From an optimization exercise on the open Yosys and OpenROAD flow, aimed at a short achievable clock period and few clock cycles; shortcuts taken in it are not production practice.
Function was checked by simulation only, so behaviour that the tests miss may differ from the original.
Power and IR drop assume default switching activity.

==> flow/design.v <==
`timescale 1ns/100ps
package cache_pkg;
    localparam int ADDR_BITS   = 32;
    localparam int LINE_BITS   = 64;
    localparam int OFFSET_BITS = 3;
    localparam int INDEX_BITS  = 3;
    localparam int TAG_BITS    = ADDR_BITS - INDEX_BITS - OFFSET_BITS;
    typedef logic [ADDR_BITS-1:0]  addr_t;
    typedef logic [LINE_BITS-1:0]  line_t;
    typedef logic [TAG_BITS-1:0]   tag_t;
    typedef logic [INDEX_BITS-1:0] index_t;
    typedef struct packed {
        logic  write;
        addr_t addr;
        line_t wdata;
    } cache_req_t;
    typedef struct packed {
        logic  write;
        addr_t addr;
        line_t wdata;
    } mem_req_t;
    typedef enum logic [1:0] {
        MS_LOOKUP,
        MS_EVICT,
        MS_FILL
    } miss_state_e;
endpackage
`timescale 1ns/100ps
module cache_tag_store #(
    parameter int s_way = 1,
    localparam int num_ways = 2**s_way
) (
    input  logic                clk,
    input  logic                rst_n,
    input  logic                read_en,
    input  cache_pkg::index_t   read_index,
    input  cache_pkg::index_t   write_index,
    input  logic [num_ways-1:0] way_write,
    input  cache_pkg::tag_t     new_tag,
    input  logic                new_dirty,
    output logic [num_ways-1:0] hit_valid,
    output logic [num_ways-1:0] hit_dirty,
    output cache_pkg::tag_t [num_ways-1:0]     way_tags
);
    localparam int num_sets = 2**cache_pkg::INDEX_BITS;
    logic            valid_q [num_ways][num_sets];
    logic            dirty_q [num_ways][num_sets];
    cache_pkg::tag_t tag_q   [num_ways][num_sets];
    logic same_index;
    assign same_index = (read_index == write_index);
    always_ff @(posedge clk) begin
        if (!rst_n) begin
            for (int w = 0; w < num_ways; w++) begin
                for (int s = 0; s < num_sets; s++) begin
                    valid_q[w][s] <= 1'b0;
                end
            end
            hit_valid <= '0;
        end else begin
            for (int w = 0; w < num_ways; w++) begin
                if (way_write[w]) begin
                    valid_q[w][write_index] <= 1'b1;
                end
                if (read_en) begin
                    hit_valid[w] <= (way_write[w] && same_index) ? 1'b1
                                                                 : valid_q[w][read_index];
                end
            end
        end
    end
    always_ff @(posedge clk) begin
        for (int w = 0; w < num_ways; w++) begin
            if (way_write[w]) begin
                dirty_q[w][write_index] <= new_dirty;
                tag_q[w][write_index]   <= new_tag;
            end
            if (read_en) begin
                if (way_write[w] && same_index) begin
                    hit_dirty[w] <= new_dirty;
                    way_tags[w]  <= new_tag;
                end else begin
                    hit_dirty[w] <= dirty_q[w][read_index];
                    way_tags[w]  <= tag_q[w][read_index];
                end
            end
        end
    end
endmodule
`timescale 1ns/100ps
module cache_data_store #(
    parameter int s_way = 1,
    localparam int num_ways = 2**s_way
) (
    input  logic                clk,
    input  logic                read_en,
    input  cache_pkg::index_t   read_index,
    input  cache_pkg::index_t   write_index,
    input  logic [num_ways-1:0] way_write,
    input  cache_pkg::line_t    new_line,
    output cache_pkg::line_t [num_ways-1:0]    way_lines
);
    localparam int num_sets = 2**cache_pkg::INDEX_BITS;
    cache_pkg::line_t line_q [num_ways][num_sets];
    logic same_index;
    assign same_index = (read_index == write_index);
    always_ff @(posedge clk) begin
        for (int w = 0; w < num_ways; w++) begin
            if (way_write[w]) begin
                line_q[w][write_index] <= new_line;
            end
            if (read_en) begin
                if (way_write[w] && same_index) begin
                    way_lines[w] <= new_line;
                end else begin
                    way_lines[w] <= line_q[w][read_index];
                end
            end
        end
    end
endmodule
`timescale 1ns/100ps
module cache_plru #(
    parameter int s_way = 1,
    localparam int num_ways = 2**s_way
) (
    input  logic              clk,
    input  logic              rst_n,
    input  cache_pkg::index_t plru_index,
    input  logic              plru_touch,
    input  logic [s_way-1:0]  plru_way,
    output logic [s_way-1:0]  victim_way
);
    localparam int num_sets = 2**cache_pkg::INDEX_BITS;
    logic [num_ways-2:0] tree_q [num_sets];
    logic [num_ways-2:0] tree_cur;
    logic [num_ways-2:0] tree_next;
    assign tree_cur = tree_q[plru_index];
    always_comb begin
        int node;
        node = 0;
        for (int lvl = 0; lvl < s_way; lvl++) begin
            victim_way[s_way-1-lvl] = tree_cur[node];
            node = 2*node + 1 + int'(tree_cur[node]);
        end
    end
    always_comb begin
        int node;
        logic dir;
        node      = 0;
        tree_next = tree_cur;
        for (int lvl = 0; lvl < s_way; lvl++) begin
            dir             = plru_way[s_way-1-lvl];
            tree_next[node] = ~dir;
            node            = 2*node + 1 + int'(dir);
        end
    end
    always_ff @(posedge clk) begin
        if (!rst_n) begin
            for (int s = 0; s < num_sets; s++) begin
                tree_q[s] <= '0;
            end
        end else if (plru_touch) begin
            tree_q[plru_index] <= tree_next;
        end
    end
endmodule
`timescale 1ns/100ps
module cache_pipeline #(
    parameter int s_way = 1,
    localparam int num_ways = 2**s_way
) (
    input  logic                    clk,
    input  logic                    rst_n,
    input  logic                    req_valid,
    input  cache_pkg::cache_req_t   req,
    output logic                    req_ready,
    output logic                    rsp_valid,
    output cache_pkg::line_t        rsp_rdata,
    input  logic                    rsp_ready,
    output logic                    mem_req_valid,
    output cache_pkg::mem_req_t     mem_req,
    input  logic                    mem_req_ready,
    input  logic                    mem_rsp_valid,
    input  cache_pkg::line_t        mem_rsp_rdata,
    output logic                    read_en,
    output cache_pkg::index_t       read_index,
    output cache_pkg::index_t       write_index,
    output logic [num_ways-1:0]     way_write,
    output cache_pkg::tag_t         new_tag,
    output logic                    new_dirty,
    output cache_pkg::line_t        new_line,
    input  logic [num_ways-1:0]     hit_valid,
    input  logic [num_ways-1:0]     hit_dirty,
    input  cache_pkg::tag_t [num_ways-1:0]         way_tags,
    input  cache_pkg::line_t [num_ways-1:0]        way_lines,
    output cache_pkg::index_t       plru_index,
    output logic                    plru_touch,
    output logic [s_way-1:0]        plru_way,
    input  logic [s_way-1:0]        victim_way
);
    localparam int OFS = cache_pkg::OFFSET_BITS;
    localparam int IDX = cache_pkg::INDEX_BITS;
    logic                   act_valid;
    cache_pkg::cache_req_t  act_req;
    cache_pkg::miss_state_e state;
    logic                   mem_sent;
    cache_pkg::tag_t   act_tag;
    cache_pkg::index_t act_index;
    logic [num_ways-1:0] hits;
    logic [s_way-1:0]  hit_way;
    logic              hit;
    logic              victim_dirty;
    logic              accept;
    logic              rsp_fire;
    logic              miss_start;
    logic              fill_install;
    assign act_tag   = act_req.addr[cache_pkg::ADDR_BITS-1 -: cache_pkg::TAG_BITS];
    assign act_index = act_req.addr[OFS +: IDX];
    always_comb begin
        hit_way = '0;
        for (int w = 0; w < num_ways; w++) begin
            hits[w] = hit_valid[w] && (way_tags[w] == act_tag);
            if (hits[w]) begin
                hit_way = hit_way | s_way'(w);
            end
        end
    end
    assign hit          = |hits;
    assign victim_dirty = hit_valid[victim_way] && hit_dirty[victim_way];
    assign rsp_valid  = act_valid && (state == cache_pkg::MS_LOOKUP) && hit;
    assign rsp_rdata  = way_lines[hit_way];
    assign rsp_fire   = rsp_valid && rsp_ready;
    assign req_ready  = !act_valid || rsp_fire;
    assign accept     = req_valid && req_ready;
    assign miss_start = act_valid && (state == cache_pkg::MS_LOOKUP) && !hit;
    assign fill_install = (state == cache_pkg::MS_FILL) && mem_sent && mem_rsp_valid;
    assign read_en    = accept || fill_install;
    assign read_index = fill_install ? act_index : req.addr[OFS +: IDX];
    assign write_index = act_index;
    assign new_tag     = act_tag;
    assign new_dirty   = act_req.write;
    assign new_line    = (fill_install && !act_req.write) ? mem_rsp_rdata : act_req.wdata;
    always_comb begin
        way_write = '0;
        if (fill_install) begin
            way_write[victim_way] = 1'b1;
        end else if (rsp_fire && act_req.write) begin
            way_write = hits;
        end
    end
    assign plru_index = act_index;
    assign plru_touch = rsp_fire;
    assign plru_way   = hit_way;
    assign mem_req_valid = ((state == cache_pkg::MS_EVICT) ||
                            (state == cache_pkg::MS_FILL)) && !mem_sent;
    assign mem_req.write = (state == cache_pkg::MS_EVICT);
    assign mem_req.addr  = (state == cache_pkg::MS_EVICT)
                         ? {way_tags[victim_way], act_index, {OFS{1'b0}}}
                         : {act_tag, act_index, {OFS{1'b0}}};
    assign mem_req.wdata = way_lines[victim_way];
    always_ff @(posedge clk) begin
        if (!rst_n) begin
            act_valid <= 1'b0;
            state     <= cache_pkg::MS_LOOKUP;
            mem_sent  <= 1'b0;
        end else begin
            if (accept) begin
                act_valid <= 1'b1;
            end else if (rsp_fire) begin
                act_valid <= 1'b0;
            end
            case (state)
                cache_pkg::MS_LOOKUP: begin
                    if (miss_start) begin
                        state <= victim_dirty ? cache_pkg::MS_EVICT : cache_pkg::MS_FILL;
                    end
                end
                cache_pkg::MS_EVICT: begin
                    if (mem_sent && mem_rsp_valid) begin
                        state <= cache_pkg::MS_FILL;
                    end
                end
                cache_pkg::MS_FILL: begin
                    if (fill_install) begin
                        state <= cache_pkg::MS_LOOKUP;
                    end
                end
                default: state <= cache_pkg::MS_LOOKUP;
            endcase
            if (mem_req_valid && mem_req_ready) begin
                mem_sent <= 1'b1;
            end else if (mem_rsp_valid) begin
                mem_sent <= 1'b0;
            end
        end
    end
    always_ff @(posedge clk) begin
        if (accept) begin
            act_req <= req;
        end
    end
endmodule
`timescale 1ns/100ps
module cache_top #(
    parameter int s_way = 1,
    localparam int num_ways = 2**s_way
) (
    input  logic                  clk,
    input  logic                  rst_n,
    input  logic                  req_valid,
    input  cache_pkg::cache_req_t req,
    output logic                  req_ready,
    output logic                  rsp_valid,
    output cache_pkg::line_t      rsp_rdata,
    input  logic                  rsp_ready,
    output logic                  mem_req_valid,
    output cache_pkg::mem_req_t   mem_req,
    input  logic                  mem_req_ready,
    input  logic                  mem_rsp_valid,
    input  cache_pkg::line_t      mem_rsp_rdata
);
    logic                read_en;
    cache_pkg::index_t   read_index;
    cache_pkg::index_t   write_index;
    logic [num_ways-1:0] way_write;
    cache_pkg::tag_t     new_tag;
    logic                new_dirty;
    cache_pkg::line_t    new_line;
    logic [num_ways-1:0] hit_valid;
    logic [num_ways-1:0] hit_dirty;
    cache_pkg::tag_t [num_ways-1:0]     way_tags;
    cache_pkg::line_t [num_ways-1:0]    way_lines;
    cache_pkg::index_t   plru_index;
    logic                plru_touch;
    logic [s_way-1:0]    plru_way;
    logic [s_way-1:0]    victim_way;
    cache_pipeline #(.s_way(s_way)) i_pipeline (
        .clk, .rst_n,
        .req_valid, .req, .req_ready,
        .rsp_valid, .rsp_rdata, .rsp_ready,
        .mem_req_valid, .mem_req, .mem_req_ready,
        .mem_rsp_valid, .mem_rsp_rdata,
        .read_en, .read_index, .write_index, .way_write,
        .new_tag, .new_dirty, .new_line,
        .hit_valid, .hit_dirty, .way_tags, .way_lines,
        .plru_index, .plru_touch, .plru_way, .victim_way
    );
    cache_tag_store #(.s_way(s_way)) i_tag_store (
        .clk, .rst_n,
        .read_en, .read_index, .write_index, .way_write,
        .new_tag, .new_dirty,
        .hit_valid, .hit_dirty, .way_tags
    );
    cache_data_store #(.s_way(s_way)) i_data_store (
        .clk,
        .read_en, .read_index, .write_index, .way_write,
        .new_line, .way_lines
    );
    cache_plru #(.s_way(s_way)) i_plru (
        .clk, .rst_n,
        .plru_index, .plru_touch, .plru_way, .victim_way
    );
endmodule
`timescale 1ns/100ps
module cache_flat (
    input  logic        clk,
    input  logic        rst_n,
    input  logic        req_valid,
    input  logic        req_write,
    input  logic [31:0] req_addr,
    input  logic [63:0] req_wdata,
    output logic        req_ready,
    output logic        rsp_valid,
    output logic [63:0] rsp_rdata,
    input  logic        rsp_ready,
    output logic        mem_req_valid,
    output logic        mem_req_write,
    output logic [31:0] mem_req_addr,
    output logic [63:0] mem_req_wdata,
    input  logic        mem_req_ready,
    input  logic        mem_rsp_valid,
    input  logic [63:0] mem_rsp_rdata
);
    cache_pkg::cache_req_t req;
    cache_pkg::mem_req_t   mem_req;
    assign req.write     = req_write;
    assign req.addr      = req_addr;
    assign req.wdata     = req_wdata;
    assign mem_req_write = mem_req.write;
    assign mem_req_addr  = mem_req.addr;
    assign mem_req_wdata = mem_req.wdata;
    cache_top #(.s_way(1)) i_cache (
        .clk, .rst_n,
        .req_valid, .req, .req_ready,
        .rsp_valid, .rsp_rdata, .rsp_ready,
        .mem_req_valid, .mem_req, .mem_req_ready,
        .mem_rsp_valid, .mem_rsp_rdata
    );
endmodule
==> flow/run.sh <==
#!/bin/bash
# synth_recipe.tcl (not shown) runs the flow's synth.tcl, then flattens the netlist and writes it again
# the make line also repeats each setting of config.mk as NAME=value (left out here)
make -C /OpenROAD-flow-scripts/flow DESIGN_CONFIG=/design/flow/config.mk WORK_HOME=/design/flow/orfs CLKGATE_MAP_FILE= SYNTH_SCRIPT=/design/flow/synth_recipe.tcl finish
==> flow/config.mk <==
export PLATFORM = sky130hd
export DESIGN_NAME = cache_flat
export DESIGN_NICKNAME = cache_flat
export VERILOG_FILES = /design/flow/design.v
export SDC_FILE = /design/flow/constraint.sdc
export NUM_CORES = 4
export LEC_CHECK = 0
export CAP_MARGIN = 20
export CORE_MARGIN = 2
export CORE_UTILIZATION = 40
export SLEW_MARGIN = 20
==> flow/constraint.sdc <==
create_clock -name core_clock -period 6.0 [get_ports {clk}]
set_input_delay 1.2000 -clock core_clock [delete_from_list [all_inputs] [get_ports {clk}]]
set_output_delay 1.2000 -clock core_clock [all_outputs]
set_load 0.01 [all_outputs]
==> results.txt <==
through the flow:
step	cell area (µm²)	util [%]	setup TNS, ps	power [mW]	setup WS [ps]
finish	83500	47.5	0	26.7	274
global route	83500	47.5	0	27.6	91.5
CTS	83500	47.5	0	27.0	156
detailed placement	77700	44.2	0	16.0	1050
global placement	77700	44.2	0	15.9	1100
floorplan	70500	-	-667750	15.2	-559
Yosys cell counts (all sizes together) (2+ instances only):
cell type	instances	area share, %
a21boi	2	0.021
a21oi	31	0.23
a31oi	4	0.044
a41o	2	0.028
and2	3	0.027
and3	4	0.035
and4	4	0.050
buf	137	1.3
clkbuf	30	0.16
dfxtp	33	0.94
edfxtp	1732	74
ha	3	0.053
inv	70	0.37
mux2	236	4.0
mux2i	368	5.2
mux4	368	12
nand2	23	0.13
nand2b	2	0.018
nand3	8	0.057
nand3b	3	0.032
nand4	24	0.21
nor2	47	0.27
nor2b	3	0.027
nor3	11	0.078
nor3b	3	0.032
nor4	6	0.053
o211ai	3	0.032
o21a	18	0.19
o21ai	7	0.050
or3	2	0.018
or4	2	0.021
xnor2	51	0.63
xor2	6	0.075
worst max path at each step:
| stage | endpoint | slack (ps) | cells after the start | from |
|---|---|---|---|---|
| after global routing | rsp_rdata[6] | 90 | 7 | i_cache.i_pipeline.act_req[86] |
| final | rsp_rdata[6] | 270 | 7 | i_cache.i_pipeline.act_req[86] |
| after detailed placement | rsp_rdata[6] | 1050 | 7 | i_cache.i_pipeline.act_req[86] |
| after floorplan | i_cache.i_data_store.line_q[7][0] | -560 | 6 | rsp_ready |
| after global placement | rsp_rdata[6] | 1100 | 7 | i_cache.i_pipeline.act_req[86] |
| after CTS | rsp_rdata[6] | 160 | 7 | i_cache.i_pipeline.act_req[86] |
registers in the layout, indices dropped and copies added (netlist names), named ones only:
name                            count
i_cache.i_pipeline.act_req         94
i_cache.i_tag_store.hit_dirty       2
i_cache.i_pipeline.state            2
i_cache.i_pipeline.mem_sent         1
i_cache.i_data_store.way_lines    128
i_cache.i_tag_store.way_tags       52
i_cache.i_tag_store.hit_valid       2
i_cache.i_pipeline.act_valid        1
i_cache.i_tag_store.tag_q         416
i_cache.i_plru.tree_q               8
i_cache.i_data_store.line_q      1024
i_cache.i_tag_store.valid_q        16
i_cache.i_tag_store.dirty_q        16
cell families after synthesis:
kind of cell / after synthesis
compound gates: 72
xor+xnor: 57
fa+ha+maj: 3
buf+inv: 238
flops: 1765
mux: 972
other cells: 1
simple gates: 147
layer usage:
| metal | share of wire (%) | up-vias |
|---|---|---|
| met1 | 42 | 18100 |
| met5 | 0 | - |
| met2 | 51 | 921 |
| li1 | - | 14400 |
| met4 | 2.4 | 0 |
| met3 | 4.4 | 233 |
layout by cell type, fill, tap and decap left out, types with 6 or more instances in the layout:
cell type,count
buf_4,81
xor2_1,6
nand3_1,8
clkinv_2,25
nor2_4,17
buf_12,59
mux2_2,187
nor4_1,6
dfxtp_1,33
mux4_2,368
inv_1,70
a21oi_1,30
nor3_1,11
clkinvlp_4,7
nand4_1,24
clkbuf_16,192
nand2_1,22
clkbuf_1,46
xnor2_1,51
clkdlybuf4s50_1,324
o21a_1,18
edfxtp_1,1732
clkinv_1,48
bufinv_16,11
nor2_1,30
mux2i_1,364
mux2_4,49
critical path, stage by stage, from the launching register on:
cell             delay, ps
edfxtp_1               710
xnor2_1                410
nand4_1                170
or4_1                  600
or2_4                  530
buf_12                 340
mux2_2                 330
clkdlybuf4s50_1        560
cell type report:
class | count | area [µm²]
clock buffers | 239 | 4990
well taps | 2340 | 2930
inverters | 71 | 267
flip-flops and latches | 1765 | 52700
multi-input cells | 1254 | 16800
fillers | 14500 | 92200
repair buffers | 464 | 5030
clock inverters | 102 | 827
power by group through the flow:
stage | Combinational (mW) | Sequential, mW | Clock [mW]
6_report | 1.78 | 13.9 | 11.0
3_5_place_dp | 1.81 | 14.1 | 0
3_3_place_gp | 1.80 | 14.1 | 0
4_1_cts | 1.82 | 13.9 | 11.3
5_1_grt | 1.92 | 13.9 | 11.8
2_1_floorplan | 1.08 | 14.1 | 0
==> flow_metrics.env <==
export IMPL_reg2reg_to="i_cache.i_data_store.way_lines[44]"
export IMPL_drtAntennaViolNets=0
export IMPL_clkPwrFrac_pct=41.3
export IMPL_numCtsBuffers=189
export IMPL_fp_coreArea_mm2=0.176
export IMPL_skew_ps=33.1
export IMPL_rsz0062_at_grt="no"
export IMPL_seq_power_share_pct=52.0
export IMPL_io_buffers=324
export IMPL_synth_top_flop_cell="edfxtp_1"
export IMPL_slew_headroom_pct=34.4
export IMPL_grt_pass1_vias=34800
export IMPL_cts_tree="yes"
export IMPL_die_w_um=424
export IMPL_cts_path_max_buffers=3
export IMPL_wl_per_cell_um=27.6
export IMPL_routed_via_density=5.41
export IMPL_min_path_cells=2
export IMPL_cellLeakagePower_nw=27.4
export IMPL_combPwrFrac_pct=6.7
export IMPL_netlist_instances=3255
export IMPL_synth_xor_xnor_area_share_pct=0.708
export IMPL_htree_num_levels=4
export IMPL_vias=33700
export IMPL_clockRootBuffer="clkbuf_16"
export IMPL_cts_setup_buffers=0
export IMPL_worstSetupPathType="flop to output pin"
export IMPL_finalMaxSlewViolations=0
export IMPL_gr_total_overflow=0
export IMPL_path_max_fanout=38
export IMPL_syn_area_mm2=0.0705
export IMPL_yosys_area_share_simple_pct=1.08
export IMPL_dp_hpwl_mm=98.0
export IMPL_rrSetupSlack_ps=1590
export IMPL_syn_avg_cell_area_um2=21.7
export IMPL_cts_resized=0
export IMPL_path_clk_slew_ps=60
export IMPL_cp_data_arrival_time_ps=4530
export IMPL_drc_errors=0
export IMPL_yosys_warnings=4
export IMPL_synth_distinct_cells=52
export IMPL_syn_to_final_growth_pct=18.4
export IMPL_r2r_cells=8
export IMPL_place_gp_congestion=0.822
export IMPL_synth_edf_count=1732
export IMPL_max_cap_violations=0
export IMPL_synth_mux_area_share_pct=21.0
export IMPL_synth_seq_area_share_pct=74.7
export IMPL_nets=3915
export IMPL_min_delay_worst_endpoint="i_cache.i_plru.tree_q[7]"
export IMPL_antenna_found_initial=0
export IMPL_drive_gt1_share_pct=26.3
export IMPL_antenna_cells=0
export IMPL_cts_sinks=1765
export IMPL_insertion_delay_ps=820
export IMPL_cts_hold_buffers=0
export IMPL_startpoint_type="flop"
export IMPL_start_util_pct=40.1
export IMPL_top_level_ports=331
export IMPL_gr_usage_met2_pct=32.8
export IMPL_drt_pass1_iterations=8
export IMPL_wl_mm=172
export IMPL_rows=154
export IMPL_r2r_start="i_cache.i_pipeline.act_req[76]"
export IMPL_crit_path_end_kind="output pin"
export IMPL_busiest_layer="met2"
export IMPL_fin_crit_sh_pct=95.4
export IMPL_cp_required_ps=4800
export IMPL_met3_usage_pct=2.79
export IMPL_fin_crit_ps=5730
export IMPL_whs_ps=461
export IMPL_p_int_mw=21.0
export IMPL_max_freq_mhz=175
export IMPL_final_cells=6235
export IMPL_swShare_pct=21.4
export IMPL_worstHoldPathType="flop to flop"
export IMPL_grtUsageMet1_pct=25.2
export IMPL_p_switching_mw=5.71
export IMPL_hold_violations=0
export IMPL_synth_top_family_by_area="multiplexers"
export IMPL_fp_dieH_um=424
export IMPL_grt_first_pass_wirelength_mm=247
export IMPL_setup_viol=0
export IMPL_dp_cells=5894
export IMPL_drtIter0Drc=2884
export IMPL_cellPowerDensity_mw_per_mm2=319
export IMPL_grtUsageTotal_pct=19.0
export IMPL_synth_compound_area_share_pct=0.651
export IMPL_async_flop_share_pct=0
export IMPL_worst_slew_pin_slew_ps=982
export IMPL_synth_fa_ha_area_share_pct=0.0532
export IMPL_hold_start="i_cache.i_plru.tree_q[7]"
export IMPL_dieArea_mm2=0.180
export IMPL_grt_max_degree=101
export IMPL_peakVddDrop_uv=237
export IMPL_ys_ff_latch=1765
export IMPL_status="complete, no violations"
Testbench counts, summed over its fixed seeds: cycles 99,363.

what the ideal ports hide:
In the flow no input, the clock included, has a driving cell. The finished layout below was timed again as built, in two steps.
Step 1: set_driving_cell puts a clkbuf_16 on clk and a buf_2 on each other input, an assumption about the parent block.
Step 2 times the ports against the registers' clock, not the clock port: input delays grow and output delays shrink by t, the midpoint of the rising clock arrivals with the driver on.
a / b / c = no drivers / after step 1 / after step 2; a / b = the first two.
shift t [ns]: 0.880
setup WS [ns]: 0.274 / 0.193 / 1.073
worst setup path at the end: register to output
worst data-port slew with drivers (ns): 0.09
After both steps this run still meets setup and hold. The setup slack of this run moves by -0.081 ns with the drivers and by +0.799 ns with both steps.
